What follows belongs to an exercise in optimizing a design on an open flow for small area and a short achievable clock period; a production flow would make more cautious choices.
Where RTL was checked, it was by simulation tests only, not by an equivalence proof against the original.
For runs 4 and 5, only the layout was checked, not whether the RTL still works.
Power is estimated from default activity; no workload was simulated.

==> design.v <==
`default_nettype none
package setup_pkg;
	typedef struct packed {
		logic [6:0] rsvd_hi;
		logic       joy_swap;
		logic       rsvd_7;
		logic [1:0] isa_wait;
		logic [2:0] speed;
		logic       rsvd_1;
		logic       reset_req;
	} status_t;
	typedef struct packed {
		logic [4:0] cpu_speed;
		logic [7:0] wait_states;
		logic       joy_swap;
	} setup_t;
	typedef struct packed {
		logic [3:0]  btn0;
		logic [3:0]  btn1;
		logic [15:0] an0;
		logic [15:0] an1;
	} joy_in_t;
endpackage
`default_nettype wire
`default_nettype none
package xfer_pkg;
	typedef struct packed {
		logic       download;
		logic       wr;
		logic [6:0] addr;
		logic [7:0] data;
	} ioctl_t;
	typedef struct packed {
		logic [7:0] hi;
		logic [7:0] lo;
	} bios_bytes_t;
	typedef union packed {
		logic [15:0] word;
		bios_bytes_t bytes;
	} bios_word_u;
	typedef struct packed {
		logic       valid;
		logic [13:0] addr;
		bios_word_u data;
	} bios_out_t;
endpackage
`default_nettype wire
`timescale 1ns/1ps
`default_nettype none
module setup_ctrl (
	input  wire     clk_cpu,
	input  wire     reset_i,
	input  setup_pkg::status_t status_i,
	input  wire     loaded_i,
	output setup_pkg::setup_t  setup_o,
	output logic    sys_reset_o
);
	setup_pkg::setup_t setup_d;
	always_comb begin
		setup_d.joy_swap = status_i.joy_swap;
		case (status_i.speed)
			3'd1: setup_d.cpu_speed = 5'd1;
			3'd2: setup_d.cpu_speed = 5'd2;
			3'd3: setup_d.cpu_speed = 5'd3;
			3'd4: setup_d.cpu_speed = 5'd7;
			3'd5: setup_d.cpu_speed = 5'd15;
			3'd6: setup_d.cpu_speed = 5'd31;
			default: setup_d.cpu_speed = 5'd0;
		endcase
		case (status_i.isa_wait)
			2'd0: setup_d.wait_states = 8'd50;
			2'd1: setup_d.wait_states = 8'd100;
			2'd2: setup_d.wait_states = 8'd166;
			default: setup_d.wait_states = 8'd200;
		endcase
	end
	always_ff @(posedge clk_cpu) begin
		if (reset_i) begin
			setup_o.cpu_speed   <= 5'd0;
			setup_o.wait_states <= 8'd50;
			setup_o.joy_swap    <= 1'b0;
		end else begin
			setup_o <= setup_d;
		end
	end
	always_ff @(posedge clk_cpu) begin
		sys_reset_o <= reset_i | status_i.reset_req | ~loaded_i;
	end
endmodule
`default_nettype wire
`timescale 1ns/1ps
`default_nettype none
module bios_loader (
	input  wire         clk_cpu,
	input  wire         reset_i,
	input  xfer_pkg::ioctl_t      ioctl_i,
	input  wire         bios_credit_i,
	output xfer_pkg::bios_out_t   bios_o,
	output logic [15:0] bios_checksum_o,
	output logic        loaded_o
);
	localparam int AW = $clog2(64);
	localparam int PW = AW + 1;
	localparam int CW = $clog2(4 + 1);
	logic [15:0]  mem [64];
	xfer_pkg::bios_word_u  wr_word;
	logic [7:0]  lo_byte;
	logic        dl_q;
	logic [PW-1:0] wr_ptr;
	logic [13:0] word_addr;
	logic [CW-1:0] credits;
	logic        dl_rise;
	logic        dl_fall;
	logic        even_wr;
	logic        odd_wr;
	logic        send;
	assign dl_rise = ioctl_i.download & ~dl_q;
	assign dl_fall = ~ioctl_i.download & dl_q;
	assign even_wr = ioctl_i.download & ioctl_i.wr & ~ioctl_i.addr[0];
	assign odd_wr  = ioctl_i.download & ioctl_i.wr & ioctl_i.addr[0];
	assign send = ~dl_rise & (wr_ptr != word_addr[PW-1:0]) & (credits != '0);
	always_comb begin
		wr_word.bytes.hi = ioctl_i.data;
		wr_word.bytes.lo = lo_byte;
	end
	always_ff @(posedge clk_cpu) begin
		if (reset_i) begin
			dl_q            <= 1'b0;
			wr_ptr          <= '0;
			word_addr       <= '0;
			credits         <= CW'(4);
			bios_o.valid    <= 1'b0;
			bios_checksum_o <= '0;
			loaded_o        <= 1'b0;
		end else begin
			dl_q         <= ioctl_i.download;
			bios_o.valid <= send;
			wr_ptr       <= (dl_rise ? '0 : wr_ptr) + PW'(odd_wr);
			if (dl_rise) begin
				word_addr <= '0;
			end else if (send) begin
				word_addr <= word_addr + 14'd1;
			end
			if (bios_credit_i & ~send) begin
				credits <= credits + 1'b1;
			end else if (send & ~bios_credit_i) begin
				credits <= credits - 1'b1;
			end
			if (dl_rise) begin
				bios_checksum_o <= '0;
			end else if (bios_o.valid) begin
				bios_checksum_o <= bios_checksum_o + bios_o.data.word;
			end
			if (dl_fall) begin
				loaded_o <= 1'b1;
			end
		end
	end
	always_ff @(posedge clk_cpu) begin
		if (even_wr) begin
			lo_byte <= ioctl_i.data;
		end
		if (odd_wr) begin
			mem[ioctl_i.addr[AW:1]] <= wr_word.word;
		end
		if (send) begin
			bios_o.addr <= word_addr;
			bios_o.data <= mem[word_addr[AW-1:0]];
		end
	end
endmodule
`default_nettype wire
`timescale 1ns/1ps
`default_nettype none
module game_port (
	input  wire        clk_cpu,
	input  wire        reset_i,
	input  setup_pkg::setup_t     setup_i,
	input  setup_pkg::joy_in_t    joy_i,
	input  wire        joy_wr_i,
	output logic [7:0] gpio_o
);
	logic [8:0]  div_cnt;
	logic        tick;
	logic [7:0]  axis_cnt;
	logic [3:0]  axis_q;
	logic [3:0]  btn_q;
	logic [15:0] joy_a;
	logic [15:0] joy_b;
	logic [7:0]  axis_off [4];
	assign tick = div_cnt >= {setup_i.cpu_speed, 4'hF};
	assign joy_a = setup_i.joy_swap ? joy_i.an1 : joy_i.an0;
	assign joy_b = setup_i.joy_swap ? joy_i.an0 : joy_i.an1;
	always_comb begin
		axis_off[0] = joy_b[15:8] ^ 8'h80;
		axis_off[1] = joy_b[7:0] ^ 8'h80;
		axis_off[2] = joy_a[15:8] ^ 8'h80;
		axis_off[3] = joy_a[7:0] ^ 8'h80;
	end
	always_ff @(posedge clk_cpu) begin
		if (reset_i) begin
			div_cnt  <= '0;
			axis_cnt <= 8'hFF;
			axis_q   <= '0;
		end else if (joy_wr_i) begin
			div_cnt  <= '0;
			axis_cnt <= '0;
			axis_q   <= 4'hF;
		end else begin
			div_cnt <= tick ? '0 : div_cnt + 9'd1;
			if (axis_cnt != 8'hFF) begin
				for (int k = 0; k < 4; k++) begin
					if (axis_cnt == axis_off[k]) begin
						axis_q[k] <= 1'b0;
					end
				end
				if (tick) begin
					axis_cnt <= axis_cnt + 8'd1;
				end
			end else begin
				axis_q <= '0;
			end
		end
	end
	always_ff @(posedge clk_cpu) begin
		if (setup_i.joy_swap) begin
			btn_q <= ~{joy_i.btn1[1:0], joy_i.btn0[1:0]};
		end else begin
			btn_q <= ~{joy_i.btn0[1:0], joy_i.btn1[1:0]};
		end
	end
	assign gpio_o = {btn_q, axis_q};
endmodule
`default_nettype wire
`timescale 1ns/1ps
`default_nettype none
module cen_gen #(
	parameter int unsigned INC = 1,
	parameter int unsigned MOD = 2
) (
	input  wire  clk_cpu,
	input  wire  reset_i,
	output logic cen_o
);
	localparam int AW = $clog2(2 * MOD);
	logic [AW-1:0] acc;
	logic [AW-1:0] acc_sum;
	assign acc_sum = acc + AW'(INC);
	always_ff @(posedge clk_cpu) begin
		if (reset_i) begin
			acc   <= '0;
			cen_o <= 1'b0;
		end else if (acc_sum >= AW'(MOD)) begin
			acc   <= acc_sum - AW'(MOD);
			cen_o <= 1'b1;
		end else begin
			acc   <= acc_sum;
			cen_o <= 1'b0;
		end
	end
endmodule
`default_nettype wire
`timescale 1ns/1ps
`default_nettype none
module next186_glue (
	input  wire         clk_cpu,
	input  wire         reset_i,
	input  setup_pkg::status_t     status_i,
	input  xfer_pkg::ioctl_t      ioctl_i,
	input  wire         bios_credit_i,
	input  setup_pkg::joy_in_t     joy_i,
	input  wire         joy_wr_i,
	output setup_pkg::setup_t      setup_o,
	output logic        sys_reset_o,
	output xfer_pkg::bios_out_t   bios_o,
	output logic [15:0] bios_checksum_o,
	output logic [7:0]  gpio_o,
	output logic        cen_opl2_o,
	output logic        cen_audio_o
);
	logic bios_loaded;
	setup_ctrl u_setup_ctrl (
		.clk_cpu     (clk_cpu),
		.reset_i     (reset_i),
		.status_i    (status_i),
		.loaded_i    (bios_loaded),
		.setup_o     (setup_o),
		.sys_reset_o (sys_reset_o)
	);
	bios_loader u_bios_loader (
		.clk_cpu         (clk_cpu),
		.reset_i         (reset_i),
		.ioctl_i         (ioctl_i),
		.bios_credit_i   (bios_credit_i),
		.bios_o          (bios_o),
		.bios_checksum_o (bios_checksum_o),
		.loaded_o        (bios_loaded)
	);
	game_port u_game_port (
		.clk_cpu  (clk_cpu),
		.reset_i  (reset_i),
		.setup_i  (setup_o),
		.joy_i    (joy_i),
		.joy_wr_i (joy_wr_i),
		.gpio_o   (gpio_o)
	);
	cen_gen #(
		.INC (358),
		.MOD (50 * 100)
	) u_cen_opl2 (
		.clk_cpu (clk_cpu),
		.reset_i (reset_i),
		.cen_o   (cen_opl2_o)
	);
	cen_gen #(
		.INC (44100),
		.MOD (50 * 1000000)
	) u_cen_audio (
		.clk_cpu (clk_cpu),
		.reset_i (reset_i),
		.cen_o   (cen_audio_o)
	);
endmodule
`default_nettype wire
`timescale 1ns/1ps
`default_nettype none
module next186_glue_top (
	input  wire         clk_cpu,
	input  wire         reset_i,
	input  wire  [15:0] status_i,
	input  wire  [16:0] ioctl_i,
	input  wire         bios_credit_i,
	input  wire  [39:0] joy_i,
	input  wire         joy_wr_i,
	output wire  [13:0] setup_o,
	output wire         sys_reset_o,
	output wire  [30:0] bios_o,
	output wire  [15:0] bios_checksum_o,
	output wire  [7:0]  gpio_o,
	output wire         cen_opl2_o,
	output wire         cen_audio_o
);
	setup_pkg::setup_t  setup_s;
	xfer_pkg::bios_out_t bios_s;
	next186_glue u_glue (
		.clk_cpu         (clk_cpu),
		.reset_i         (reset_i),
		.status_i        (setup_pkg::status_t'(status_i)),
		.ioctl_i         (xfer_pkg::ioctl_t'(ioctl_i)),
		.bios_credit_i   (bios_credit_i),
		.joy_i           (setup_pkg::joy_in_t'(joy_i)),
		.joy_wr_i        (joy_wr_i),
		.setup_o         (setup_s),
		.sys_reset_o     (sys_reset_o),
		.bios_o          (bios_s),
		.bios_checksum_o (bios_checksum_o),
		.gpio_o          (gpio_o),
		.cen_opl2_o      (cen_opl2_o),
		.cen_audio_o     (cen_audio_o)
	);
	assign setup_o = setup_s;
	assign bios_o  = bios_s;
endmodule
`default_nettype wire
==> run.sh <==
#!/bin/bash
# synth_recipe.tcl (not shown) runs the flow's synth.tcl, then flattens the netlist and writes it again
# the make line also repeats each setting of config.mk as NAME=value (left out here)
make -C /OpenROAD-flow-scripts/flow DESIGN_CONFIG=/design/flow/config.mk WORK_HOME=/design/flow/orfs CLKGATE_MAP_FILE= SYNTH_SCRIPT=/design/flow/synth_recipe.tcl finish
==> config.mk <==
export PLATFORM = sky130hd
export DESIGN_NAME = next186_glue_top
export DESIGN_NICKNAME = next186_glue_top
export VERILOG_FILES = /design/flow/design.v
export SDC_FILE = /design/flow/constraint.sdc
export NUM_CORES = 4
export LEC_CHECK = 0
export CAP_MARGIN = 20
export CORE_MARGIN = 2
export CORE_UTILIZATION = 40
export SLEW_MARGIN = 20
==> constraint.sdc <==
create_clock -name core_clock -period 3.0 [get_ports {clk_cpu}]
set_input_delay 0.6000 -clock core_clock [delete_from_list [all_inputs] [get_ports {clk_cpu}]]
set_output_delay 0.6000 -clock core_clock [all_outputs]
set_load 0.01 [all_outputs]
==> results of run 1 <==
critical path, stage by stage (launching register included):
cell	delay (ps)
dfxtp_1	470
a31oi_4	150
nor4_4	330
buf_4	170
nor2_2	50
xor2_2	170
or4bb_4	570
o221a_4	260
or4_4	520
mux2i_1	140
layer usage:
metal / track usage (%) / share of wire (%)
met1: 25.7 / 42
met5: 0 / 0.042
met2: 31.4 / 49
met3: 2.89 / 5.9
met4: 4.70 / 2.3
cell families after synthesis:
family | synth area share, %
simple gates | 4.69
compound gates | 2.46
flops | 71.5
xor+xnor | 2.17
mux | 16.9
buf+inv | 1.31
other cells | 0.00781
fa+ha+maj | 1.02
power groups by stage:
stage	Clock (uW)	Sequential, uW	Combinational (uW)
final	14700	18300	2420
after global routing	15700	18300	2620
after CTS	15000	18200	2430
after detailed placement	0	18600	2420
after global placement	0	18600	2340
after floorplan	0	18600	1390
area by class of cell:
class | count | area, um^2 | area share, %
Inverter | 28 | 105 | 0.182
Clock inverter | 68 | 708 | 1.23
Multi-Input combinational cell | 1160 | 13200 | 22.9
Clock buffer | 153 | 3180 | 5.50
Timing Repair Buffer | 354 | 4160 | 7.20
Sequential cell | 1184 | 34400 | 59.5
Tap cell | 1612 | 2020 | 3.49
Antenna cell | 2 | 5.00 | 0.00867
repair_timing:
item | 4_1_cts | 5_1_grt
resized for setup | 6 | 22
endpoints found under the setup margin | 5 | 33
buffers inserted | 1 | 2
pin swaps | 1 | 4
flip-flops by register name, summed over array words and instances (netlist names), 9 cells and up:
| name | flops |
|---|---|
| u_glue.u_bios_loader.bios_o | 31 |
| u_glue.u_bios_loader.word_addr | 14 |
| u_glue.u_setup_ctrl.setup_o | 13 |
| u_glue.u_cen_audio.acc | 25 |
| u_glue.u_bios_loader.bios_checksum_o | 16 |
| u_glue.u_cen_opl2.acc | 13 |
| u_glue.u_game_port.div_cnt | 9 |
| u_glue.u_bios_loader.mem | 1024 |
through the flow:
stage / util, % / hold WS (ps) / area [um^2]
after global routing: 48.3 / 315 / 57700
after CTS: 48.3 / 283 / 57700
final: 48.3 / 329 / 57800
after global placement: 45.0 / 445 / 53700
after floorplan: - / 358 / 48100
after detailed placement: 45.0 / 454 / 53700
synthesized netlist by cell type (all sizes together), types with 27 or more instances:
cell type / count / area share (%)
a21oi: 40 / 0.42
buf: 48 / 0.45
clkbuf: 82 / 0.64
dfxtp: 122 / 5.1
edfxtp: 1062 / 66
ha: 36 / 0.94
inv: 27 / 0.21
mux2i: 54 / 1.1
mux4: 336 / 16
nand2: 56 / 0.44
nand3: 40 / 0.42
nand4: 29 / 0.38
nor2: 170 / 1.3
o21ai: 35 / 0.40
xnor2: 45 / 0.82
xor2: 74 / 1.3
worst min path at each step:
stage | start | slack [ps] | end
after floorplan | u_glue.u_bios_loader.loaded_o | 360 | u_glue.u_setup_ctrl.sys_reset_o
after global placement | u_glue.u_bios_loader.word_addr[13] | 450 | u_glue.u_bios_loader.bios_o[29]
after detailed placement | u_glue.u_bios_loader.word_addr[13] | 450 | u_glue.u_bios_loader.bios_o[29]
after CTS | ioctl_i[6] | 280 | u_glue.u_bios_loader.mem[26][14]
after global routing | ioctl_i[6] | 320 | u_glue.u_bios_loader.mem[27][14]
final | ioctl_i[6] | 330 | u_glue.u_bios_loader.mem[26][14]
==> results.tsv, run 1 <==
stage	metric	value	unit
die	# IOs	149	
placement	Placed Cells	4335	
synthesis	Cell Area, Synth	48000	um^2
cells_and_area	most frequent cells in the layout	1062 x edfxtp_1, 336 x mux4_2, 168 x nor2_1	
synthesis	cells after synthesis	2502	
setup_path	Reg-to-Reg End	u_glue.u_cen_audio.acc[13]	
setup_path	Crit. Startpoint	u_glue.u_cen_audio.acc[5]	
power	Sw Pwr	7740	uW
detailed_routing	DRT iter0 DRCs	2460	
power	clock share of power	41.6	%
clocking	clk slew on worst S/H paths	60	ps
setup_path	Worst Reg-to-Reg Cells	9	
detailed_routing	first-pass detailed-route iteration total	5	
setup_path	crit path launch type	register	
hold_path	Hold Path Depth	1	
run	Max-Cap Viols	0	
hold_path	Hold WC Path Type	in2reg	
cells_and_area	NumNets Final	2963	
sta	Tmin final	2930	ps
sta	Setup WS post-layout	66.5	ps
detailed_routing	vias per cell	5.49	
power	Pint	27700	uW
synthesis	Synth async-reset ratio	0	%
placement	Post-DP HPWL	73900	um
synthesis	Post-synth EDFFs	1062	
power	Pwr Density	613	nW/um^2
clocking	hold-fix buffer count after cts	0	
sta	period utilisation layout	97.8	%
synthesis	sequential area share after synthesis	71.5	%
power	Static Leak	0.0181	uW
power	Gate power share	6.8	%
grt	Remaining Overflow, GRT	0	
clocking	CTS tree	built	
clocking	CTS sink cnt	1184	
die	row count	127	
die	Initial Utilization	40.2	%
grt	largest net degree at the start of global routing	68	
power	sw frac	21.9	%
sta	setup_tns	0	ps
sta	Final Max Slew Viols	0	
setup_path	CP Max Fanout	6	
setup_path	crit end category	register	
cells_and_area	FILL cells	9790	
setup_path	critical path class	reg2reg	
setup_path	FF-to-FF Start	u_glue.u_cen_audio.acc[5]	
power	worst vdd ir	0.528	mV
grt	vias in the first global route	25800	
sta	clk_skew	27.0	ps
placement	Post-Place Setup Slack	-297	ps
setup_path	Crit path arrival time	3530	ps
grt	first-pass GRT wire length	170000	um
synthesis	synthesized area per cell	19.2	um^2
cells_and_area	most common cell after layout, fill and taps aside	edfxtp_1	
sta	RSZ-0062 raised after global routing	yes	
detailed_routing	Via Count	25000	
synthesis	Synth warnings	6	
synthesis	#FFs+latches synth	1184	
detailed_routing	WL/cell	25.1	um
grt	initial antenna violation count	9	
cells_and_area	layout overhead on the synthesized area	20.2	%
die	Die Wd	351	um
setup_path	reg-to-reg slack, setup	70	ps
die	DIE HEIGHT	351	um
die	Core Box Area	119000	um^2
cells_and_area	final std cells w/o fill	4561	
placement	GPL Wtd Cong	0.840	
sta	final setup fails	0	
synthesis	top_reg_cell synth	edfxtp_1	
detailed_routing	final wirelength	115000	um
synthesis	library cells used by synthesis	83	
cells_and_area	fraction of layout cells with a size suffix above 1	27.3	%
sta	fmax	0.341	GHz
setup_path	CP endpoint	u_glue.u_cen_audio.acc[13]	
sta	worst-margin pin slew	872	ps
detailed_routing	post-route ant nets	0	
synthesis	Mapped Nets	2617	
power	sequential share of power	51.6	%
clocking	Clock Latency Late Sink	720	ps
setup_path	Worst Path Required	3600	ps
clocking	H-tree level count	3	
die	Die ar.	123000	um^2
grt	GRT Overall Usage	18.7	%
status	outcome	timing/DRC/antenna clean	
sta	slew margin rel.	41.9	%
power	Power, Total	35400	uW
placement	Port Buf Inserts	134	
sta	final hold viol count	0	
clocking	clk buf depth	3	
detailed_routing	DR DRC count	0	
clocking	Root Buffer	clkbuf_16	
clocking	TritonCTS buffer count	120	
==> run 2: changes to the inputs <==
--- a/design.v
+++ b/design.v
@@ -102,44 +102,54 @@
 	localparam int AW = $clog2(64);
 	localparam int PW = AW + 1;
 	localparam int CW = $clog2(4 + 1);
-	logic [15:0]  mem [64];
-	xfer_pkg::bios_word_u  wr_word;
-	logic [7:0]  lo_byte;
-	logic        dl_q;
+	logic [15:0]   mem [64];
+	logic [7:0]    lo_byte;
+	logic          dl_q;
 	logic [PW-1:0] wr_ptr;
-	logic [13:0] word_addr;
+	logic [PW-1:0] rd_ptr;
+	logic [13:0]   last_addr;
 	logic [CW-1:0] credits;
-	logic        dl_rise;
-	logic        dl_fall;
-	logic        even_wr;
-	logic        odd_wr;
-	logic        send;
+	logic          valid_q;
+	logic [15:0]   data_q;
+	logic          dl_rise;
+	logic          dl_fall;
+	logic          even_wr;
+	logic          odd_wr;
+	logic          send;
+	logic [64-1:0] rsel;
+	logic [15:0]   rd_word;
+	always_comb begin
+		rd_word = '0;
+		for (int i = 0; i < 64; i++) begin
+			rsel[i] = rd_ptr[AW-1:0] == AW'(i);
+			rd_word = rd_word | ({16{rsel[i]}} & mem[i]);
+		end
+	end
 	assign dl_rise = ioctl_i.download & ~dl_q;
 	assign dl_fall = ~ioctl_i.download & dl_q;
 	assign even_wr = ioctl_i.download & ioctl_i.wr & ~ioctl_i.addr[0];
 	assign odd_wr  = ioctl_i.download & ioctl_i.wr & ioctl_i.addr[0];
-	assign send = ~dl_rise & (wr_ptr != word_addr[PW-1:0]) & (credits != '0);
-	always_comb begin
-		wr_word.bytes.hi = ioctl_i.data;
-		wr_word.bytes.lo = lo_byte;
-	end
+	assign send = ~dl_rise & (wr_ptr != rd_ptr) & (credits != '0);
 	always_ff @(posedge clk_cpu) begin
 		if (reset_i) begin
 			dl_q            <= 1'b0;
 			wr_ptr          <= '0;
-			word_addr       <= '0;
+			rd_ptr          <= '0;
+			last_addr       <= '1;
 			credits         <= CW'(4);
-			bios_o.valid    <= 1'b0;
+			valid_q         <= 1'b0;
 			bios_checksum_o <= '0;
 			loaded_o        <= 1'b0;
 		end else begin
-			dl_q         <= ioctl_i.download;
-			bios_o.valid <= send;
-			wr_ptr       <= (dl_rise ? '0 : wr_ptr) + PW'(odd_wr);
+			dl_q    <= ioctl_i.download;
+			valid_q <= send;
+			wr_ptr  <= (dl_rise ? '0 : wr_ptr) + PW'(odd_wr);
 			if (dl_rise) begin
-				word_addr <= '0;
+				rd_ptr    <= '0;
+				last_addr <= '1;
 			end else if (send) begin
-				word_addr <= word_addr + 14'd1;
+				rd_ptr    <= rd_ptr + 1'b1;
+				last_addr <= last_addr + 1'b1;
 			end
 			if (bios_credit_i & ~send) begin
 				credits <= credits + 1'b1;
@@ -148,8 +158,8 @@
 			end
 			if (dl_rise) begin
 				bios_checksum_o <= '0;
-			end else if (bios_o.valid) begin
-				bios_checksum_o <= bios_checksum_o + bios_o.data.word;
+			end else if (valid_q) begin
+				bios_checksum_o <= bios_checksum_o + data_q;
 			end
 			if (dl_fall) begin
 				loaded_o <= 1'b1;
@@ -161,13 +171,15 @@
 			lo_byte <= ioctl_i.data;
 		end
 		if (odd_wr) begin
-			mem[ioctl_i.addr[AW:1]] <= wr_word.word;
+			mem[ioctl_i.addr[AW:1]] <= {ioctl_i.data, lo_byte};
 		end
 		if (send) begin
-			bios_o.addr <= word_addr;
-			bios_o.data <= mem[word_addr[AW-1:0]];
+			data_q <= rd_word;
 		end
 	end
+	assign bios_o.valid = valid_q;
+	assign bios_o.addr  = last_addr;
+	assign bios_o.data  = data_q;
 endmodule
 `default_nettype wire
 `timescale 1ns/1ps
@@ -185,18 +197,16 @@
 	logic [7:0]  axis_cnt;
 	logic [3:0]  axis_q;
 	logic [3:0]  btn_q;
-	logic [15:0] joy_a;
-	logic [15:0] joy_b;
-	logic [7:0]  axis_off [4];
+	logic [3:0]  hit_raw;
+	logic [3:0]  hit;
+	logic [7:0]  cnt_s;
 	assign tick = div_cnt >= {setup_i.cpu_speed, 4'hF};
-	assign joy_a = setup_i.joy_swap ? joy_i.an1 : joy_i.an0;
-	assign joy_b = setup_i.joy_swap ? joy_i.an0 : joy_i.an1;
-	always_comb begin
-		axis_off[0] = joy_b[15:8] ^ 8'h80;
-		axis_off[1] = joy_b[7:0] ^ 8'h80;
-		axis_off[2] = joy_a[15:8] ^ 8'h80;
-		axis_off[3] = joy_a[7:0] ^ 8'h80;
-	end
+	assign cnt_s = axis_cnt ^ 8'h80;
+	assign hit_raw[0] = joy_i.an1[15:8] == cnt_s;
+	assign hit_raw[1] = joy_i.an1[7:0]  == cnt_s;
+	assign hit_raw[2] = joy_i.an0[15:8] == cnt_s;
+	assign hit_raw[3] = joy_i.an0[7:0]  == cnt_s;
+	assign hit = setup_i.joy_swap ? {hit_raw[1:0], hit_raw[3:2]} : hit_raw;
 	always_ff @(posedge clk_cpu) begin
 		if (reset_i) begin
 			div_cnt  <= '0;
@@ -209,11 +219,7 @@
 		end else begin
 			div_cnt <= tick ? '0 : div_cnt + 9'd1;
 			if (axis_cnt != 8'hFF) begin
-				for (int k = 0; k < 4; k++) begin
-					if (axis_cnt == axis_off[k]) begin
-						axis_q[k] <= 1'b0;
-					end
-				end
+				axis_q <= axis_q & ~hit;
 				if (tick) begin
 					axis_cnt <= axis_cnt + 8'd1;
 				end
@@ -242,20 +248,36 @@
 	input  wire  reset_i,
 	output logic cen_o
 );
-	localparam int AW = $clog2(2 * MOD);
+	function automatic integer gcd(input integer a, input integer b);
+		integer x, y, t;
+		x = a;
+		y = b;
+		while (y != 0) begin
+			t = x % y;
+			x = y;
+			y = t;
+		end
+		gcd = x;
+	endfunction
+	localparam integer G  = gcd(INC, MOD);
+	localparam integer I  = INC / G;
+	localparam integer M  = MOD / G;
+	localparam integer AW = $clog2(M);
+	localparam integer TOP = 1 << AW;
+	localparam logic [AW-1:0] RST = AW'(TOP - M);
+	localparam logic [AW-1:0] LIM = AW'(TOP - I);
+	localparam logic [AW-1:0] STEP   = AW'(I);
+	localparam logic [AW-1:0] STEP_W = AW'(TOP + I - M);
 	logic [AW-1:0] acc;
-	logic [AW-1:0] acc_sum;
-	assign acc_sum = acc + AW'(INC);
+	logic          wrap;
+	assign wrap = acc >= LIM;
 	always_ff @(posedge clk_cpu) begin
 		if (reset_i) begin
-			acc   <= '0;
+			acc   <= RST;
 			cen_o <= 1'b0;
-		end else if (acc_sum >= AW'(MOD)) begin
-			acc   <= acc_sum - AW'(MOD);
-			cen_o <= 1'b1;
 		end else begin
-			acc   <= acc_sum;
-			cen_o <= 1'b0;
+			acc   <= acc + (wrap ? STEP_W : STEP);
+			cen_o <= wrap;
 		end
 	end
 endmodule
--- a/config.mk
+++ b/config.mk
@@ -8,4 +8,6 @@
 export CAP_MARGIN = 20
 export CORE_MARGIN = 2
 export CORE_UTILIZATION = 40
+export CTS_CLUSTER_DIAMETER = 100
+export CTS_CLUSTER_SIZE = 30
 export SLEW_MARGIN = 20
==> run 2 against run 1 <==
Effect of this change: now fails the layout checks on negative setup slack; area after synthesis shrank 7.2%; non-clock buffer count increased by 289; clock skew increased by 21 ps; critical path depth rose by 2; critical endpoint is now u_glue.u_bios_loader.data_q[5]; hold slack worse by 74 ps.
==> results.tsv, run 2 <==
stage	metric	value	unit	change
grt	GRT Overall Usage	30.6	%	+12 points
power	clock share of power	29.3	%	-12 points
power	sw frac	22.5	%	+0.65 points
power	Pwr Density	515	nW/um^2	-16%
die	DIE HEIGHT	338	um	-3.6%
die	row count	122		-3.9%
power	Sw Pwr	6300	uW	-19%
synthesis	leading area contributor after synthesis	edfxtp_1		
sta	Setup WS post-layout	-53.6	ps	-120 ps
sta	fmax	0.327	GHz	-3.9%
setup_path	CP Max Fanout	8		+2
clocking	CTS tree	built		
placement	GPL Wtd Cong	0.989		+18%
hold_path	Hold WC Path Type	in2reg		
synthesis	cells after synthesis	2863		+14%
detailed_routing	vias per cell	6.27		+14%
grt	initial antenna violation count	5		-4
grt	vias in the first global route	28500		+10%
clocking	clk buf depth	3		unchanged
grt	routing usage on met1	40.8	%	+15 points
setup_path	critical path class	reg2reg		
synthesis	top-count cell post-synth	edfxtp_1		
cells_and_area	layout overhead on the synthesized area	21.7	%	
synthesis	Synth warnings	5		-1
synthesis	library cells used by synthesis	72		-13%
sta	final setup fails	3		+3
detailed_routing	final wirelength	177000	um	+54%
cells_and_area	NumNets Final	3562		+20%
sta	final hold viol count	0		unchanged
status	outcome	failed layout checks		
die	# IOs	149		unchanged
detailed_routing	WL/cell	35.7	um	+42%
synthesis	sequential area share after synthesis	76.1	%	+4.6 points
power	sequential share of power	64.7	%	+13 points
status	layout violations	negative setup slack		
cells_and_area	final std cells w/o fill	4950		+8.5%
grt	met2 Usage GRT	45.2	%	+14 points
placement	Placed Cells	4872		+12%
sta	worst-margin pin slew	997	ps	+125 ps
die	Initial Utilization	40.3	%	+0.12 points
detailed_routing	post-route ant nets	0		unchanged
grt	routing usage on met3	8.51	%	+5.6 points
setup_path	Crit path top cell by count	buf_4		
synthesis	Post-synth top cells	1048 x edfxtp_1, 447 x a22oi_1, 205 x nor2_1, 180 x nand2_1, 122 x dfxtp_1		
setup_path	reg-to-reg slack, setup	-50	ps	-120 ps
synthesis	Cell Area, Synth	44600	um^2	-7.2%
synthesis	Mapped Nets	2989		+14%
synthesis	Synth top area share	70.6	%	+4.2 points
die	Core Box Area	111000	um^2	-7.5%
synthesis	#FFs+latches synth	1170		-1.2%
synthesis	top_reg_cell synth	edfxtp_1		
sta	slew margin rel.	33.6	%	-8.3 points
grt	Remaining Overflow, GRT	0		unchanged
clocking	CTS sink cnt	1170		-1.2%
detailed_routing	DR DRC count	0		unchanged
placement	Port Buf Inserts	134		unchanged
detailed_routing	DRT iter0 DRCs	5307		+120%
setup_path	Crit path arrival time	3410	ps	-120 ps
clocking	Root Buffer	clkbuf_16		
sta	period utilisation layout	102	%	+4.0 points
power	Gate power share	6.0	%	-0.8 points
setup_path	crit end category	register		
sta	clk_skew	48.5	ps	+21.5 ps
setup_path	Worst Reg-to-Reg Cells	11		+2
sta	Tmin final	3050	ps	+120 ps
power	worst vdd ir	0.508	mV	-3.8%
setup_path	Crit. Startpoint	u_glue.u_bios_loader.rd_ptr[1]		
setup_path	Max stage delay on crit path	390	ps	-180 ps
power	Pint	21700	uW	-22%
grt	GRT Max-Usage Layer	met2		
setup_path	Reg-to-Reg End	u_glue.u_bios_loader.data_q[5]		
setup_path	crit path launch type	register		
setup_path	FF-to-FF Start	u_glue.u_bios_loader.rd_ptr[1]		
sta	RSZ-0062 raised after global routing	yes		
placement	Post-DP HPWL	121000	um	+64%
synthesis	synth top area cells	edfxtp_1 71%, a22oi_1 7.5%, dfxtp_1 5.5%		
cells_and_area	fraction of layout cells with a size suffix above 1	21.3	%	-6.0 points
power	Power, Total	28000	uW	-21%
setup_path	Worst Path Required	3350	ps	-250 ps
die	Die ar.	114000	um^2	-7.2%
cells_and_area	most frequent cells in the layout	1048 x edfxtp_1, 441 x a22oi_1, 401 x buf_4		
setup_path	crit-path cells	inv_1, ha_2, nand3b_1, buf_4, nor2_1, buf_4, buf_4, a22oi_1, nand2_1, nor4_4, nand4_1		
clocking	H-tree level count	2		-1
cells_and_area	max reg flops	1024		unchanged
clocking	Clock Latency Late Sink	700	ps	-20 ps
power	Static Leak	0.0183	uW	+1.0%
setup_path	CP endpoint	u_glue.u_bios_loader.data_q[5]		
synthesis	synthesized area per cell	15.6	um^2	-19%
synthesis	Post-synth EDFFs	1048		-1.3%
cells_and_area	most common cell after layout, fill and taps aside	edfxtp_1		
synthesis	Synth async-reset ratio	0	%	unchanged
clocking	hold-fix buffer count after cts	0		unchanged
detailed_routing	first-pass detailed-route iteration total	8		+3
grt	largest net degree at the start of global routing	66		-2.9%
grt	first-pass GRT wire length	236000	um	+39%
cells_and_area	Finished Core Util	49.1	%	+0.76 points
die	Die Wd	338	um	-3.6%
sta	Final Max Slew Viols	0		unchanged
setup_path	Slowest-stage cell, CP	dfxtp_1		
run	Max-Cap Viols	0		unchanged
detailed_routing	Via Count	31000		+24%
clocking	clk slew on worst S/H paths	120	ps	+60 ps
clocking	TritonCTS buffer count	47		-61%
==> run 2: cell count changes after synthesis, sizes merged, moves of 35 or more <==
cell,change
a22oi,+447
mux2i,-39
mux4,-336
nand2,+125
nand4,+45
nor2,+41
xor2,-35
==> run 2: per-layer routing <==
layer	share of wire, %	wire length (um)
met2	43	75600
met3	14	25000
met5	0.011	20
met1	36	64200
met4	6.7	11700
==> run 2: what timing repair did <==
action,4_1_cts,5_1_grt
endpoints found under the setup margin,12,22
endpoints found under the hold margin,0,0
buffers inserted,1,2
pin swaps,2,8
gates resized for setup,32,33
==> run 2: cells by family after synthesis <==
family                   count (synthesis)  share of synthesized area (%)
adder cells (fa/ha/maj)                 49                           1.41
flip-flops                            1170                           76.1
XOR/XNOR                                94                           1.85
buffers and inverters                  154                           1.47
AO/OA/AOI/OAI                          637                           10.6
multiplexers                            17                          0.387
other                                    1                        0.00841
AND/OR/NAND/NOR                        741                           8.16
==> run 2: metrics by stage <==
step                      TNS [ps]  hold WS (ps)  cell area, um^2  setup slack [ps]
after floorplan                  0           358            44600               359
after global placement       -2010           367            52600              -635
after detailed placement     -1920           374            52600              -655
after CTS                        0           217            54100              7.18
after global routing         -55.1           269            54200             -31.6
final                        -72.1           255            54200             -53.6
==> run 2: layout make-up <==
type | instances | area (um^2)
antenna | 3 | 7.51
tap | 1488 | 1860
multi-input combinational | 1539 | 10500
fill | 9475 | 56300
clock buffer | 60 | 1220
sequential | 1170 | 33900
clock inverter | 12 | 161
timing repair buffer | 643 | 6440
inverter | 35 | 131
==> run 2: worst max-delay path, delay by kind of cell, from the launching register on <==
family | cells | cell delay (ps)
AOI/OAI and AO/OA | 1 | 280
adders and majority gates | 1 | 240
buffers and inverters | 4 | 640
and+or+nand+nor | 5 | 1150
DFF | 1 | 390
==> run 2: how the worst min path moves through the flow <==
stage / from / endpoint / slack [ps] / cells past startpoint
3_5_place_dp: u_glue.u_bios_loader.loaded_o / u_glue.u_setup_ctrl.sys_reset_o / 370 / 1
2_1_floorplan: u_glue.u_bios_loader.loaded_o / u_glue.u_setup_ctrl.sys_reset_o / 360 / 1
6_report: reset_i / u_glue.u_cen_opl2.acc[1] / 260 / 2
4_1_cts: reset_i / u_glue.u_cen_opl2.acc[1] / 220 / 2
5_1_grt: reset_i / u_glue.u_cen_opl2.acc[0] / 270 / 2
3_3_place_gp: u_glue.u_bios_loader.loaded_o / u_glue.u_setup_ctrl.sys_reset_o / 370 / 1
==> run 2: power by group through the flow <==
stage,Sequential (uW),Combinational (uW),Clock (uW)
after floorplan,18500,804,0
after global placement,18400,1590,0
after detailed placement,18500,1630,0
after CTS,18100,1640,8250
after global routing,18100,1820,8710
final,18100,1670,8200
==> run 3: changes to the inputs <==
--- a/config.mk
+++ b/config.mk
@@ -8,6 +8,4 @@
 export CAP_MARGIN = 20
 export CORE_MARGIN = 2
 export CORE_UTILIZATION = 40
-export CTS_CLUSTER_DIAMETER = 100
-export CTS_CLUSTER_SIZE = 30
 export SLEW_MARGIN = 20
==> run 3 against run 2 <==
Effect of this change: still fails the layout checks on negative setup slack; count of clock-buffer cells in the layout rose by 95; total power is 21% higher; non-clock buffer count shrank 1; flip-flop and latch count is the same; hold slack better by 6.9 ps; critical endpoint is now u_glue.u_bios_loader.data_q[1].
==> results.tsv, run 3 <==
stage	metric	value	unit	change
status	outcome	failed layout checks		
status	layout violations	negative setup slack		
clocking	clk slew on worst S/H paths	60	ps	-60 ps
synthesis	top-count cell post-synth	edfxtp_1		
die	Die ar.	114000	um^2	unchanged
die	row count	122		unchanged
setup_path	critical path class	reg2reg		
setup_path	FF-to-FF Start	u_glue.u_bios_loader.rd_ptr[1]		
clocking	hold-fix buffer count after cts	0		unchanged
grt	vias in the first global route	29100		+2.1%
synthesis	synth top area cells	edfxtp_1 71%, a22oi_1 7.5%, dfxtp_1 5.5%		
setup_path	crit end category	register		
detailed_routing	WL/cell	34.9	um	-2.0%
synthesis	Compound-Gate Fraction of Synth Area	10.6	%	unchanged
synthesis	library cells used by synthesis	72		unchanged
sta	final setup fails	3		unchanged
cells_and_area	area of the multi-input gates	10500	um^2	+0.11%
hold_path	Hold Path Sink	u_glue.u_cen_opl2.acc[1]		
synthesis	Mapped Nets	2989		unchanged
placement	Area after DPL	52600	um^2	unchanged
grt	GRT Overall Usage	30.9	%	+0.27 points
cells_and_area	most common cell after layout, fill and taps aside	edfxtp_1		
placement	Post-DP HPWL	121000	um	unchanged
grt	Remaining Overflow, GRT	0		unchanged
grt	met2 Usage GRT	45.7	%	+0.50 points
grt	first-pass GRT wire length	239000	um	+1.0%
sta	clk_skew	40.1	ps	-8.38 ps
grt	GRT Max-Usage Layer	met2		
grt	routing usage on met3	8.98	%	+0.47 points
setup_path	Reg-to-Reg End	u_glue.u_bios_loader.data_q[1]		
synthesis	#FFs+latches synth	1170		unchanged
sta	fmax	0.330	GHz	+0.74%
cells_and_area	total area of sequential cells	33900	um^2	about the same
grt	largest net degree at the start of global routing	66		unchanged
synthesis	Synth Area in Simple Gates	8.16	%	unchanged
clocking	CTS sink cnt	1170		unchanged
sta	Setup WS post-layout	-31.1	ps	+22.5 ps
sta	slew margin rel.	32.7	%	-0.90 points
synthesis	Synth top area share	70.6	%	unchanged
placement	GPL Wtd Cong	0.989		unchanged
sta	period utilisation layout	101	%	-0.75 points
power	Gate power share	5.0	%	-1.0 points
cells_and_area	max reg flops	1024		unchanged
clocking	Clock Latency Late Sink	720	ps	+20 ps
setup_path	Crit path arrival time	3450	ps	+40 ps
die	Core Box Area	111000	um^2	unchanged
power	Sw Pwr	7410	uW	+18%
grt	initial antenna violation count	9		+4
setup_path	CP Max Fanout	6		-2
placement	Placed Cells	4872		unchanged
setup_path	reg-to-reg slack, setup	-30	ps	+20 ps
synthesis	Post-synth top cells	1048 x edfxtp_1, 447 x a22oi_1, 205 x nor2_1, 180 x nand2_1, 122 x dfxtp_1		
sta	worst-margin pin slew	1010	ps	+13.6 ps
power	worst vdd ir	0.444	mV	-13%
sta	Final Max Slew Viols	0		unchanged
cells_and_area	fraction of layout cells with a size suffix above 1	23.2	%	+1.9 points
cells_and_area	FILL cells	9275		-2.1%
power	Static Leak	0.0194	uW	+6.1%
power	clock share of power	41.6	%	+12 points
sta	Tmin final	3030	ps	-22.5 ps
clocking	TritonCTS buffer count	117		+150%
setup_path	Worst Reg-to-Reg Cells	9		-2
synthesis	Cell Area, Synth	44600	um^2	unchanged
cells_and_area	final std cells w/o fill	5095		+2.9%
cells_and_area	most frequent cells in the layout	1048 x edfxtp_1, 443 x a22oi_1, 402 x buf_4		
die	# IOs	149		unchanged
synthesis	Post-synth EDFFs	1048		unchanged
hold_path	Hold WC Path Type	in2reg		
die	Die Wd	338	um	unchanged
clocking	CTS tree	built		
clocking	clk buf depth	3		unchanged
detailed_routing	final wirelength	178000	um	+0.84%
grt	routing usage on met1	40.8	%	about the same
hold_path	hold_sp	reset_i		
synthesis	adder-cell share of the synthesized area	1.41	%	unchanged
power	Pint	26500	uW	+22%
die	DIE HEIGHT	338	um	unchanged
cells_and_area	layout overhead on the synthesized area	26.8	%	
detailed_routing	Via Count	31600		+2.0%
synthesis	top_reg_cell synth	edfxtp_1		
clocking	Root Buffer	clkbuf_16		
setup_path	crit path launch type	register		
synthesis	sequential area share after synthesis	76.1	%	unchanged
detailed_routing	first-pass detailed-route iteration total	6		-2
detailed_routing	post-route ant nets	0		unchanged
synthesis	main combinational cell family by area after synthesis	compound AO/OA/AOI/OAI gates		
detailed_routing	vias per cell	6.21		-0.94%
die	Initial Utilization	40.3	%	unchanged
synthesis	Synth warnings	5		unchanged
run	Max-Cap Viols	0		unchanged
setup_path	Worst Path Required	3420	ps	+70 ps
synthesis	leading area contributor after synthesis	edfxtp_1		
synthesis	cells after synthesis	2863		unchanged
detailed_routing	DRT iter0 DRCs	5773		+8.8%
cells_and_area	NumNets Final	3631		+1.9%
synthesis	synthesized area per cell	15.6	um^2	unchanged
clocking	H-tree level count	3		+1
detailed_routing	DR DRC count	0		unchanged
synthesis	Synth async-reset ratio	0	%	unchanged
hold_path	Hold Path Depth	2		unchanged
power	sequential share of power	53.4	%	-11 points
synthesis	XOR/XNOR share of the synthesized area	1.85	%	unchanged
cells_and_area	final instance area	56500	um^2	+4.2%
placement	Port Buf Inserts	134		unchanged
power	Pwr Density	600	nW/um^2	+16%
placement	Post-Place Setup Slack	-655	ps	unchanged
sta	final hold viol count	0		unchanged
synthesis	mux share of post-synthesis cell area	0.387	%	unchanged
power	sw frac	21.9	%	-0.65 points
sta	RSZ-0062 raised after global routing	yes		
-- run 3: cell count changes in the layout (fill, tap and decap cells not counted), moves of 3 or more --
cell and change:
bufinv_16 +5, clkinv_1 +24, clkinv_2 +22, clkbuf_1 +18, clkinvlp_4 +3, clkbuf_16 +72
clkbuf_8 +4
-- run 3: worst max-delay path: stages (launching register included) --
cell	delay, ps
dfxtp_1	330
buf_4	140
ha_2	230
or3b_4	300
nor2_2	80
buf_4	160
a22oi_1	220
nand4_1	150
or4_4	620
or4_1	480
-- run 3: layer usage --
metal / share of wire (%) / vias up / routed length, um
li1: - / 12700 / -
met1: 36 / 15800 / 64300
met2: 43 / 2596 / 76100
met3: 14 / 529 / 25700
met4: 6.7 / 4 / 11900
met5: 0.016 / - / 29
-- run 3: area by class of cell --
cell class / instances / share of cell area [%]
inverter: 35 / 0.233
multi-input combinational: 1539 / 18.6
sequential: 1170 / 60.0
antenna: 1 / 0.00443
clock buffer: 155 / 5.58
timing repair buffer: 642 / 11.4
tap: 1488 / 3.29
clock inverter: 65 / 0.886
-- run 3: through the flow --
step | hold slack [ps] | setup TNS, ps | util (%) | total power [uW]
global placement | 367 | -2010 | 47.6 | 20000
CTS | 218 | 0 | 51.0 | 33900
global route | 283 | -106 | 51.1 | 34800
detailed placement | 374 | -1920 | 47.6 | 20100
finish | 262 | -69.0 | 51.1 | 33900
floorplan | 358 | 0 | - | 19300
-- run 3: worst max-delay path by stage --
stage                                                 end                      startpoint  slack, ps
after floorplan           u_glue.u_bios_loader.mem[54][0]                      ioctl_i[8]        360
after global placement    u_glue.u_bios_loader.data_q[14]  u_glue.u_bios_loader.rd_ptr[1]       -630
after detailed placement  u_glue.u_bios_loader.data_q[14]  u_glue.u_bios_loader.rd_ptr[1]       -660
after CTS                  u_glue.u_bios_loader.data_q[1]  u_glue.u_bios_loader.rd_ptr[0]          6
after global routing       u_glue.u_bios_loader.data_q[1]  u_glue.u_bios_loader.rd_ptr[1]        -40
final                      u_glue.u_bios_loader.data_q[1]  u_glue.u_bios_loader.rd_ptr[1]        -30
-- run 3: kinds of logic (layout without fill, tap and decap cells) --
logic type / Yosys count / in the layout
flops: 1170 / 1170
simple gates: 741 / 741
compound gates: 637 / 637
buf+inv: 154 / 897
xor+xnor: 94 / 94
fa+ha+maj: 49 / 49
mux: 17 / 17
other cells: 1 / 2
-- run 3: power by group through the flow --
stage / Sequential [uW] / Combinational (uW) / Clock, uW
after CTS: 18100 / 1640 / 14200
after floorplan: 18500 / 804 / 0
after global routing: 18100 / 1830 / 14800
final: 18100 / 1680 / 14100
after global placement: 18400 / 1590 / 0
after detailed placement: 18500 / 1630 / 0
-- run 3: what timing repair did --
item | CTS | global route
setup endpoints to repair | 13 | 21
setup buffers | 1 | 1
pin swaps | 3 | 10
resized for setup | 26 | 31
hold endpoints to repair | 0 | 0
==> run 4: changes to the inputs <==
--- a/design.v
+++ b/design.v
@@ -116,13 +116,18 @@
 	logic          even_wr;
 	logic          odd_wr;
 	logic          send;
-	logic [64-1:0] rsel;
+	logic [7:0]    rd_lo;
+	logic [7:0]    rd_hi;
+	logic [15:0]   grp [8];
 	logic [15:0]   rd_word;
 	always_comb begin
 		rd_word = '0;
-		for (int i = 0; i < 64; i++) begin
-			rsel[i] = rd_ptr[AW-1:0] == AW'(i);
-			rd_word = rd_word | ({16{rsel[i]}} & mem[i]);
+		for (int j = 0; j < 8; j++) begin
+			grp[j] = '0;
+			for (int k = 0; k < 8; k++) begin
+				grp[j] = grp[j] | ({16{rd_lo[k]}} & mem[8*j+k]);
+			end
+			rd_word = rd_word | ({16{rd_hi[j]}} & grp[j]);
 		end
 	end
 	assign dl_rise = ioctl_i.download & ~dl_q;
@@ -135,6 +140,8 @@
 			dl_q            <= 1'b0;
 			wr_ptr          <= '0;
 			rd_ptr          <= '0;
+			rd_lo           <= 8'd1;
+			rd_hi           <= 8'd1;
 			last_addr       <= '1;
 			credits         <= CW'(4);
 			valid_q         <= 1'b0;
@@ -146,9 +153,15 @@
 			wr_ptr  <= (dl_rise ? '0 : wr_ptr) + PW'(odd_wr);
 			if (dl_rise) begin
 				rd_ptr    <= '0;
+				rd_lo     <= 8'd1;
+				rd_hi     <= 8'd1;
 				last_addr <= '1;
 			end else if (send) begin
 				rd_ptr    <= rd_ptr + 1'b1;
+				rd_lo     <= {rd_lo[6:0], rd_lo[7]};
+				if (rd_lo[7]) begin
+					rd_hi <= {rd_hi[6:0], rd_hi[7]};
+				end
 				last_addr <= last_addr + 1'b1;
 			end
 			if (bios_credit_i & ~send) begin
--- a/config.mk
+++ b/config.mk
@@ -7,5 +7,7 @@
 export LEC_CHECK = 0
 export CAP_MARGIN = 20
 export CORE_MARGIN = 2
-export CORE_UTILIZATION = 40
+export CORE_UTILIZATION = 60
+export CTS_CLUSTER_DIAMETER = 80
+export CTS_CLUSTER_SIZE = 24
 export SLEW_MARGIN = 20
==> run 4 against run 3 <==
Effect of this change: now clean on timing, DRC and antenna; cell count shrank 21%; sequential share of layout area grew 7.2 points; combinational power grew 14%; core utilization grew 18 points; area after synthesis grew 0.30%; flip-flop and latch count grew 16; clock power shrank 38%; routed wire length shrank 33%; first-iteration DRC count shrank 46%; via count shrank 15%; critical endpoint is now u_glue.u_cen_opl2.acc[10]; largest power group unchanged.
==> results.tsv, run 4 <==
stage	metric	value	unit	change
detailed_routing	post-route ant nets	0		unchanged
sta	clk_skew	32.1	ps	-8.07 ps
detailed_routing	WL/cell	29.4	um	-16%
placement	Post-DP HPWL	73100	um	-40%
synthesis	Cell Area, Synth	44700	um^2	+0.30%
cells_and_area	max reg flops	1024		unchanged
sta	worst-margin pin slew	1170	ps	+160 ps
die	Initial Utilization	60.3	%	+20 points
die	Die ar.	76700	um^2	-33%
setup_path	crit end category	register		
hold_path	Hold WC Path Type	in2reg		
power	worst vdd ir	0.526	mV	+18%
die	row count	100		-18%
detailed_routing	first-pass detailed-route iteration total	6		unchanged
synthesis	leading area contributor after synthesis	edfxtp_1		
grt	met2 Usage GRT	50.6	%	+4.9 points
setup_path	Buf/Inv on CP	1		-1
cells_and_area	total area of sequential cells	34300	um^2	+1.0%
setup_path	crit path launch type	register		
status	outcome	timing/DRC/antenna clean		
sta	final hold viol count	0		unchanged
synthesis	cells after synthesis	2786		-2.7%
grt	routing usage on met1	41.9	%	+1.0 points
clocking	clk buf depth	3		unchanged
synthesis	top_reg_cell synth	edfxtp_1		
clocking	H-tree level count	2		-1
sta	Hold WS	316	ps	+53.5 ps
setup_path	Crit path top cell by count	a211o_1		
setup_path	CP Max Fanout	3		-3
setup_path	crit-path cells	inv_2, ha_2, nand2b_4, a311o_1, a21oi_2, nor2_2, ha_4, nor2b_4, o21ai_1, nand2b_1, a211o_1, a211o_1, a31oi_2, mux2i_1		
placement	Port Buf Inserts	134		unchanged
sta	slew margin rel.	21.9	%	-11 points
synthesis	Synth top area share	70.4	%	-0.21 points
detailed_routing	Via Count	26800		-15%
sta	Final Max Slew Viols	0		unchanged
grt	routing usage on met3	4.36	%	-4.6 points
cells_and_area	fraction of layout cells with a size suffix above 1	11.6	%	-12 points
cells_and_area	NumNets Final	3148		-13%
cells_and_area	most common cell after layout, fill and taps aside	edfxtp_1		
clocking	clk slew on worst S/H paths	90	ps	+30 ps
detailed_routing	DRT iter0 DRCs	3119		-46%
synthesis	synth top area cells	edfxtp_1 70%, a22oi_1 9.7%, dfxtp_1 6.2%		
synthesis	top-count cell post-synth	edfxtp_1		
cells_and_area	layout overhead on the synthesized area	14.0	%	
setup_path	Crit path arrival time	3520	ps	+70 ps
cells_and_area	FILL cells	5052		-46%
clocking	Clock Latency Late Sink	670	ps	-50 ps
detailed_routing	DR DRC count	0		unchanged
grt	vias in the first global route	26200		-9.9%
die	Core Box Area	74100	um^2	-33%
detailed_routing	final wirelength	119000	um	-33%
synthesis	Post-synth EDFFs	1048		unchanged
die	Die Wd	277	um	-18%
grt	first-pass GRT wire length	173000	um	-28%
placement	GPL Wtd Cong	0.890		-10%
clocking	TritonCTS buffer count	57		-51%
die	DIE HEIGHT	277	um	-18%
sta	fmax	0.340	GHz	+3.1%
synthesis	Synth warnings	6		+1
power	Static Leak	0.0160	uW	-18%
cells_and_area	area of the multi-input gates	9830	um^2	-6.5%
grt	GRT Overall Usage	30.7	%	-0.18 points
synthesis	Post-synth top cells	1048 x edfxtp_1, 576 x a22oi_1, 160 x nand4_1, 151 x nor2_1, 145 x clkbuf_1		
synthesis	#FFs+latches synth	1186		+1.4%
synthesis	synthesized area per cell	16.0	um^2	+3.1%
setup_path	Worst Path Required	3580	ps	+160 ps
clocking	CTS tree	built		
grt	GRT Max-Usage Layer	met2		
clocking	CTS sink cnt	1186		+1.4%
synthesis	library cells used by synthesis	63		-13%
setup_path	Max stage delay on crit path	340	ps	-280 ps
cells_and_area	most frequent cells in the layout	1048 x edfxtp_1, 576 x a22oi_1, 160 x nand4_1		
sta	period utilisation layout	98.0	%	-3.1 points
grt	Remaining Overflow, GRT	0		unchanged
sta	final setup fails	0		-3
clocking	hold-fix buffer count after cts	0		unchanged
die	# IOs	149		unchanged
run	Max-Cap Viols	0		unchanged
sta	Tmin final	2940	ps	-92.4 ps
synthesis	sequential area share after synthesis	76.6	%	+0.49 points
setup_path	Slowest-stage cell, CP	dfxtp_2		
setup_path	critical path class	reg2reg		
grt	largest net degree at the start of global routing	66		unchanged
synthesis	Mapped Nets	2909		-2.7%
clocking	Root Buffer	clkbuf_16		
power	Pwr Density	569	nW/um^2	-5.1%
detailed_routing	vias per cell	6.63		+6.8%
sta	setup_tns	0	ps	+69.0 ps
synthesis	Synth async-reset ratio	0	%	unchanged
grt	initial antenna violation count	0		-9
setup_path	family with the most delay on the worst path	compound AO/OA/AOI/OAI gates		
## run 4: changes by cell type in the layout (fill, tap and decap cells not counted), sizes merged, moves of 33 or more
cell,delta
buf,-287
nand3,-33
nand2,-135
a22oi,+129
nand4,+87
clkbuf,-67
nor2,-60
clkinv,-47
and3,-34
## run 4: logic make-up (layout without fill, tap and decap cells)
group                      count (synthesis)  count (layout)  synth area share, %
muxes                                     24              24                0.537
xor gates and xnor gates                  97              97                 1.90
and+or+nand+nor                          513             513                 6.15
buffers and inverters                    202             479                 1.74
other                                      1               3              0.00839
AOI/OAI and AO/OA                        717             717                 11.8
DFF                                     1186            1186                 76.6
adders and majority gates                 46              46                 1.32
## run 4: worst reg2reg max path, cell delays in order (launching register included)
cell and delay (ps):
dfxtp_2 340, inv_2 50, ha_2 160, nand2b_4 130, a311o_1 310, a21oi_2 150
nor2_2 70, ha_4 220, nor2b_4 120, o21ai_1 140, nand2b_1 90, a211o_1 300
a211o_1 340, a31oi_2 230, mux2i_1 210
## run 4: power by group
part           internal, uW  switching, uW
logic                   838           1080
registers             18100            232
clock network          3810           4940
## run 4: stage by stage
stage | util (%) | setup slack (ps) | cells | area, um^2 | power, uW
after global placement | 66.3 | -94.4 | 3930 | 49100 | 20400
after CTS | 68.6 | 15.3 | 4028 | 50800 | 29000
after floorplan | - | 54.1 | 2786 | 44700 | 19700
after global routing | 68.8 | -79.6 | 4032 | 50900 | 29900
final | 68.8 | 61.3 | 4034 | 50900 | 29000
after detailed placement | 66.3 | -115 | 3930 | 49100 | 20500
## run 4: path summary, 6_finish.rpt
kind	cells after the start	end	startpoint	slack (ps)
max	14	u_glue.u_cen_opl2.acc[10]	u_glue.u_cen_opl2.acc[1]	60
min	1	u_glue.u_bios_loader.mem[26][9]	ioctl_i[1]	320
min reg2reg	1	u_glue.u_cen_audio.acc[0]	u_glue.u_cen_audio.acc[0]	430
max reg2reg	14	u_glue.u_cen_opl2.acc[10]	u_glue.u_cen_opl2.acc[1]	60
## run 4: per-layer routing
metal  share of wire [%]  wire length (um)
met1                  39             46300
met2                  48             57400
met3                 8.3              9830
met4                 4.3              5060
met5                   0                 0
## run 4: timing repair
action / 4_1_cts / 5_1_grt
pin swaps: 12 / 11
setup buffers: 1 / 3
resized for setup: 3 / 21
gates cloned: 0 / 0
setup endpoints to repair: 4 / 6
## run 4: area by class of cell
type	instances	area share, %
antenna	2	0.00982
clock buffer	88	3.13
clock inverter	9	0.206
inverter	27	0.199
multi-input combinational	1398	19.3
sequential	1186	67.3
tap	969	2.38
timing repair buffer	355	7.51
==> run 5: changes to the inputs <==
--- a/design.v
+++ b/design.v
@@ -101,14 +101,15 @@
 );
 	localparam int AW = $clog2(64);
 	localparam int PW = AW + 1;
-	localparam int CW = $clog2(4 + 1);
 	logic [15:0]   mem [64];
 	logic [7:0]    lo_byte;
 	logic          dl_q;
-	logic [PW-1:0] wr_ptr;
-	logic [PW-1:0] rd_ptr;
+	logic [PW-1:0] pend;
+	logic          has_word;
+	logic [PW-1:0] pend_up;
+	logic [PW-1:0] pend_dn;
 	logic [13:0]   last_addr;
-	logic [CW-1:0] credits;
+	logic [4-1:0] credits;
 	logic          valid_q;
 	logic [15:0]   data_q;
 	logic          dl_rise;
@@ -134,30 +135,41 @@
 	assign dl_fall = ~ioctl_i.download & dl_q;
 	assign even_wr = ioctl_i.download & ioctl_i.wr & ~ioctl_i.addr[0];
 	assign odd_wr  = ioctl_i.download & ioctl_i.wr & ioctl_i.addr[0];
-	assign send = ~dl_rise & (wr_ptr != rd_ptr) & (credits != '0);
+	assign pend_up = pend + 1'b1;
+	assign pend_dn = pend - 1'b1;
+	assign send = ~dl_rise & has_word & credits[0];
 	always_ff @(posedge clk_cpu) begin
 		if (reset_i) begin
 			dl_q            <= 1'b0;
-			wr_ptr          <= '0;
-			rd_ptr          <= '0;
+			pend            <= '0;
+			has_word        <= 1'b0;
 			rd_lo           <= 8'd1;
 			rd_hi           <= 8'd1;
 			last_addr       <= '1;
-			credits         <= CW'(4);
+			credits         <= '1;
 			valid_q         <= 1'b0;
 			bios_checksum_o <= '0;
 			loaded_o        <= 1'b0;
 		end else begin
 			dl_q    <= ioctl_i.download;
 			valid_q <= send;
-			wr_ptr  <= (dl_rise ? '0 : wr_ptr) + PW'(odd_wr);
 			if (dl_rise) begin
-				rd_ptr    <= '0;
+				pend     <= PW'(odd_wr);
+				has_word <= odd_wr;
+			end else begin
+				if (odd_wr & ~send) begin
+					pend     <= pend_up;
+					has_word <= pend != '1;
+				end else if (send & ~odd_wr) begin
+					pend     <= pend_dn;
+					has_word <= pend != PW'(1);
+				end
+			end
+			if (dl_rise) begin
 				rd_lo     <= 8'd1;
 				rd_hi     <= 8'd1;
 				last_addr <= '1;
 			end else if (send) begin
-				rd_ptr    <= rd_ptr + 1'b1;
 				rd_lo     <= {rd_lo[6:0], rd_lo[7]};
 				if (rd_lo[7]) begin
 					rd_hi <= {rd_hi[6:0], rd_hi[7]};
@@ -165,9 +177,9 @@
 				last_addr <= last_addr + 1'b1;
 			end
 			if (bios_credit_i & ~send) begin
-				credits <= credits + 1'b1;
+				credits <= {credits[4-2:0], 1'b1};
 			end else if (send & ~bios_credit_i) begin
-				credits <= credits - 1'b1;
+				credits <= {1'b0, credits[4-1:1]};
 			end
 			if (dl_rise) begin
 				bios_checksum_o <= '0;
@@ -275,22 +287,65 @@
 	localparam integer G  = gcd(INC, MOD);
 	localparam integer I  = INC / G;
 	localparam integer M  = MOD / G;
-	localparam integer AW = $clog2(M);
-	localparam integer TOP = 1 << AW;
-	localparam logic [AW-1:0] RST = AW'(TOP - M);
-	localparam logic [AW-1:0] LIM = AW'(TOP - I);
-	localparam logic [AW-1:0] STEP   = AW'(I);
-	localparam logic [AW-1:0] STEP_W = AW'(TOP + I - M);
-	logic [AW-1:0] acc;
+	localparam integer K  = (M - 1) / I;
+	localparam integer R0 = M - K * I;
+	localparam integer RW = (I > 1) ? $clog2(I) : 1;
+	localparam integer NB = (K < 15) ? 4 : $clog2(K + 2);
+	function automatic [NB-1:0] lfsr_step(input [NB-1:0] s);
+		logic fb;
+		case (NB)
+			4:  fb = s[3] ^ s[2];
+			5:  fb = s[4] ^ s[2];
+			6:  fb = s[5] ^ s[4];
+			7:  fb = s[6] ^ s[5];
+			8:  fb = s[7] ^ s[5] ^ s[4] ^ s[3];
+			9:  fb = s[8] ^ s[4];
+			10: fb = s[9] ^ s[6];
+			11: fb = s[10] ^ s[8];
+			12: fb = s[11] ^ s[5] ^ s[3] ^ s[0];
+			13: fb = s[12] ^ s[3] ^ s[2] ^ s[0];
+			14: fb = s[13] ^ s[4] ^ s[2] ^ s[0];
+			15: fb = s[14] ^ s[13];
+			default: fb = s[15] ^ s[14] ^ s[12] ^ s[3];
+		endcase
+		lfsr_step = {s[NB-2:0], fb};
+	endfunction
+	function automatic [NB-1:0] lfsr_skip(input [NB-1:0] s, input integer n);
+		logic [NB-1:0] x;
+		x = s;
+		for (int i = 0; i < n; i++) begin
+			x = lfsr_step(x);
+		end
+		lfsr_skip = x;
+	endfunction
+	localparam logic [NB-1:0] LOAD_K  = NB'(1);
+	localparam logic [NB-1:0] LOAD_K1 = lfsr_skip(LOAD_K, 1);
+	localparam logic [NB-1:0] LAST    = lfsr_skip(LOAD_K, K);
+	localparam logic [RW-1:0] UP   = RW'(I - R0);
+	localparam logic [RW-1:0] DOWN = RW'(R0);
+	localparam integer LONG_LO = 2 * R0 - I;
+	localparam integer LONG_HI = 2 * R0;
+	logic [NB-1:0] cnt;
+	logic [RW-1:0] rem;
+	logic          low;
+	logic          next_long;
 	logic          wrap;
-	assign wrap = acc >= LIM;
+	assign wrap = cnt == LAST;
+	assign low  = rem < RW'(R0);
+	assign next_long = low ? ((LONG_LO > 0) && ({1'b0, rem} < (RW+1)'(LONG_LO)))
+	                       : ((LONG_HI >= I) || ({1'b0, rem} < (RW+1)'(LONG_HI)));
 	always_ff @(posedge clk_cpu) begin
 		if (reset_i) begin
-			acc   <= RST;
+			cnt   <= LOAD_K;
+			rem   <= '0;
 			cen_o <= 1'b0;
+		end else if (wrap) begin
+			cnt   <= next_long ? LOAD_K : LOAD_K1;
+			rem   <= low ? rem + UP : rem - DOWN;
+			cen_o <= 1'b1;
 		end else begin
-			acc   <= acc + (wrap ? STEP_W : STEP);
-			cen_o <= wrap;
+			cnt   <= lfsr_step(cnt);
+			cen_o <= 1'b0;
 		end
 	end
 endmodule
==> flow/run.sh (new file) <==
#!/bin/bash
set -e
export CTS_ARGS="-sink_clustering_enable -repair_clock_nets -dont_use_dummy_load -sink_clustering_size ${CTS_SIZE:-24} -sink_clustering_max_diameter ${CTS_DIAM:-80}"
export BUFFER_PORTS_ARGS="-buffer_cell sky130_fd_sc_hd__buf_2"
cp standard.sh standard_sh.txt
bash standard.sh > standard.log 2>&1
==> standard.sh (new file) <==
#!/bin/bash
# synth_recipe.tcl (not shown) runs the flow's synth.tcl, then flattens the netlist and writes it again
# the make line also repeats each setting of config.mk as NAME=value (left out here)
make -C /OpenROAD-flow-scripts/flow DESIGN_CONFIG=/design/flow/config.mk WORK_HOME=/design/flow/orfs CLKGATE_MAP_FILE= SYNTH_SCRIPT=/design/flow/synth_recipe.tcl "${@:-finish}"
--- a/config.mk
+++ b/config.mk
@@ -8,6 +8,5 @@
 export CAP_MARGIN = 20
 export CORE_MARGIN = 2
 export CORE_UTILIZATION = 60
-export CTS_CLUSTER_DIAMETER = 80
-export CTS_CLUSTER_SIZE = 24
+export SETUP_SLACK_MARGIN = 1.0
 export SLEW_MARGIN = 20
removed: run.sh
==> run 5 against run 4 <==
Effect of this change: still clean on timing, DRC and antenna; routed wire length increased by 8.0%; non-clock buffer count increased by 106; global-route usage increased by 2.1 points; design area increased by 2.0%; maximum frequency increased by 30%; setup slack improved by 670 ps; first-iteration DRC count increased by 18%; clock skew increased by 13 ps; critical endpoint is now u_glue.u_bios_loader.data_q[1]; largest cell class unchanged; highest routed layer is now met5.
==> results.tsv, run 5 <==
stage	metric	value	unit	change
status	outcome	timing/DRC/antenna clean		
synthesis	Synth Area in Simple Gates	6.04	%	-0.11 points
synthesis	sequential area share after synthesis	76.7	%	+0.15 points
sta	slew margin rel.	20.0	%	-1.9 points
cells_and_area	layout overhead on the synthesized area	16.8	%	
sta	final setup fails	0		unchanged
sta	worst-margin pin slew	1200	ps	+28.4 ps
synthesis	Mapped Nets	2928		+0.65%
setup_path	Crit path arrival time	2560	ps	-960 ps
cells_and_area	NumNets Final	3263		+3.7%
sta	fmax	0.442	GHz	+30%
die	row count	99		-1.0%
clocking	H-tree level count	2		unchanged
setup_path	Slowest-stage cell, CP	dfxtp_4		
grt	first-pass GRT wire length	182000	um	+5.3%
sta	Tmin final	2260	ps	-674 ps
synthesis	mux share of post-synthesis cell area	0.450	%	-0.088 points
synthesis	main combinational cell family by area after synthesis	compound AO/OA/AOI/OAI gates		
power	Pint	21700	uW	-4.6%
clocking	clk buf depth	3		unchanged
synthesis	Synth top area share	70.7	%	+0.30 points
synthesis	synthesized area per cell	15.9	um^2	-1.1%
power	clock share of power	29.4	%	-0.8 points
sta	clk_skew	44.8	ps	+12.7 ps
synthesis	synth top area cells	edfxtp_1 71%, a22oi_1 9.7%, dfxtp_1 6.0%		
grt	vias in the first global route	26500		+0.88%
placement	GPL Wtd Cong	0.913		+2.5%
power	worst vdd ir	0.566	mV	+7.6%
sta	Setup WS post-layout	735	ps	+674 ps
cells_and_area	FILL cells	4680		-7.4%
synthesis	leading area contributor after synthesis	edfxtp_1		
detailed_routing	Via Count	28100		+4.9%
clocking	CTS sink cnt	1182		-0.34%
grt	initial antenna violation count	10		+10
run 5: changes by cell type in the layout (fill, tap and decap cells not counted), moves of 22 or more:
cell             delta
clkdlybuf4s50_1   -125
nor2_4             +34
a22oi_2            +90
a22oi_1            -90
clkbuf_1           -28
a21oi_1            +22
buf_2             +122
nand2_1            +43
nor2_1             -69
buf_6              +36
nor2_2             +22
buf_4              +72
buf_12             -24
run 5: layer usage:
| metal | vias up | track usage [%] | share of wire, % |
|---|---|---|---|
| met3 | 271 | 7.03 | 11 |
| met1 | 14200 | 46.0 | 38 |
| met2 | 1662 | 51.4 | 46 |
| met4 | 18 | 12.0 | 4.2 |
| met5 | - | 0 | 0.10 |
| li1 | 11900 | - | - |
run 5: kinds of logic (layout without fill, tap and decap cells):
logic type / count (synthesis) / after routing
other: 1 / 2
adder cells (fa/ha/maj): 46 / 46
flip-flops: 1182 / 1182
AND/OR/NAND/NOR: 522 / 522
multiplexers: 20 / 20
buffers and inverters: 216 / 549
XOR/XNOR: 75 / 75
AO/OA/AOI/OAI: 743 / 743
run 5: cell type report:
cell class	count	area (um^2)	area share [%]
sequential	1182	34200	65.8
timing repair buffer	461	4290	8.26
inverter	32	123	0.236
tap	959	1200	2.31
multi-input combinational	1407	10700	20.7
antenna	1	2.50	0.00482
clock buffer	56	1400	2.70
run 5: metrics by stage:
step | hold WS (ps) | cells | area, um^2 | util [%] | total power, uW
after detailed placement | 374 | 3913 | 48000 | 65.6 | 19500
after CTS | 132 | 4050 | 51100 | 69.8 | 27300
after global placement | 365 | 3913 | 48000 | 65.6 | 19500
final | 156 | 4098 | 52000 | 71.0 | 27300
after global routing | 144 | 4098 | 52000 | 71.0 | 28000
after floorplan | 358 | 2805 | 45100 | - | 19000
run 5: path summary, 6_finish.rpt:
kind                                 start                              end  depth (start not counted)
max          u_glue.u_bios_loader.rd_lo[7]   u_glue.u_bios_loader.data_q[1]                          7
min                            status_i[0]  u_glue.u_setup_ctrl.sys_reset_o                          3
max reg2reg  u_glue.u_bios_loader.rd_lo[7]   u_glue.u_bios_loader.data_q[1]                          7
min reg2reg  u_glue.u_bios_loader.loaded_o  u_glue.u_setup_ctrl.sys_reset_o                          1
run 5: power by group through the flow:
| stage | Clock (uW) | Combinational [uW] | Sequential, uW |
|---|---|---|---|
| global route | 8630 | 1340 | 18100 |
| floorplan | 0 | 565 | 18400 |
| finish | 8020 | 1250 | 18100 |
| global placement | 0 | 1030 | 18400 |
| detailed placement | 0 | 1070 | 18400 |
| CTS | 8100 | 1170 | 18100 |
run 5: what timing repair did:
item                       4_1_cts  5_1_grt
cloned                          11        1
pin swaps                       84      111
buffers inserted                70       46
resized for setup              131      113
hold buffers                     0        0
setup endpoints to repair       58       63
run 5: tightest hold or removal path, delay by kind of cell:
family / cells / cell delay [ps]
AND/OR/NAND/NOR: 2 / 80
buffers and inverters: 1 / 80

Re-timed with assumed drivers on the ports (clkbuf_16 on the clock, buf_2 on other inputs), run 5 has 0.735 ns of setup slack against 0.735 ns with ideal ports, and 0.382 ns once port delays also move by the mid clock arrival of 0.712 ns.
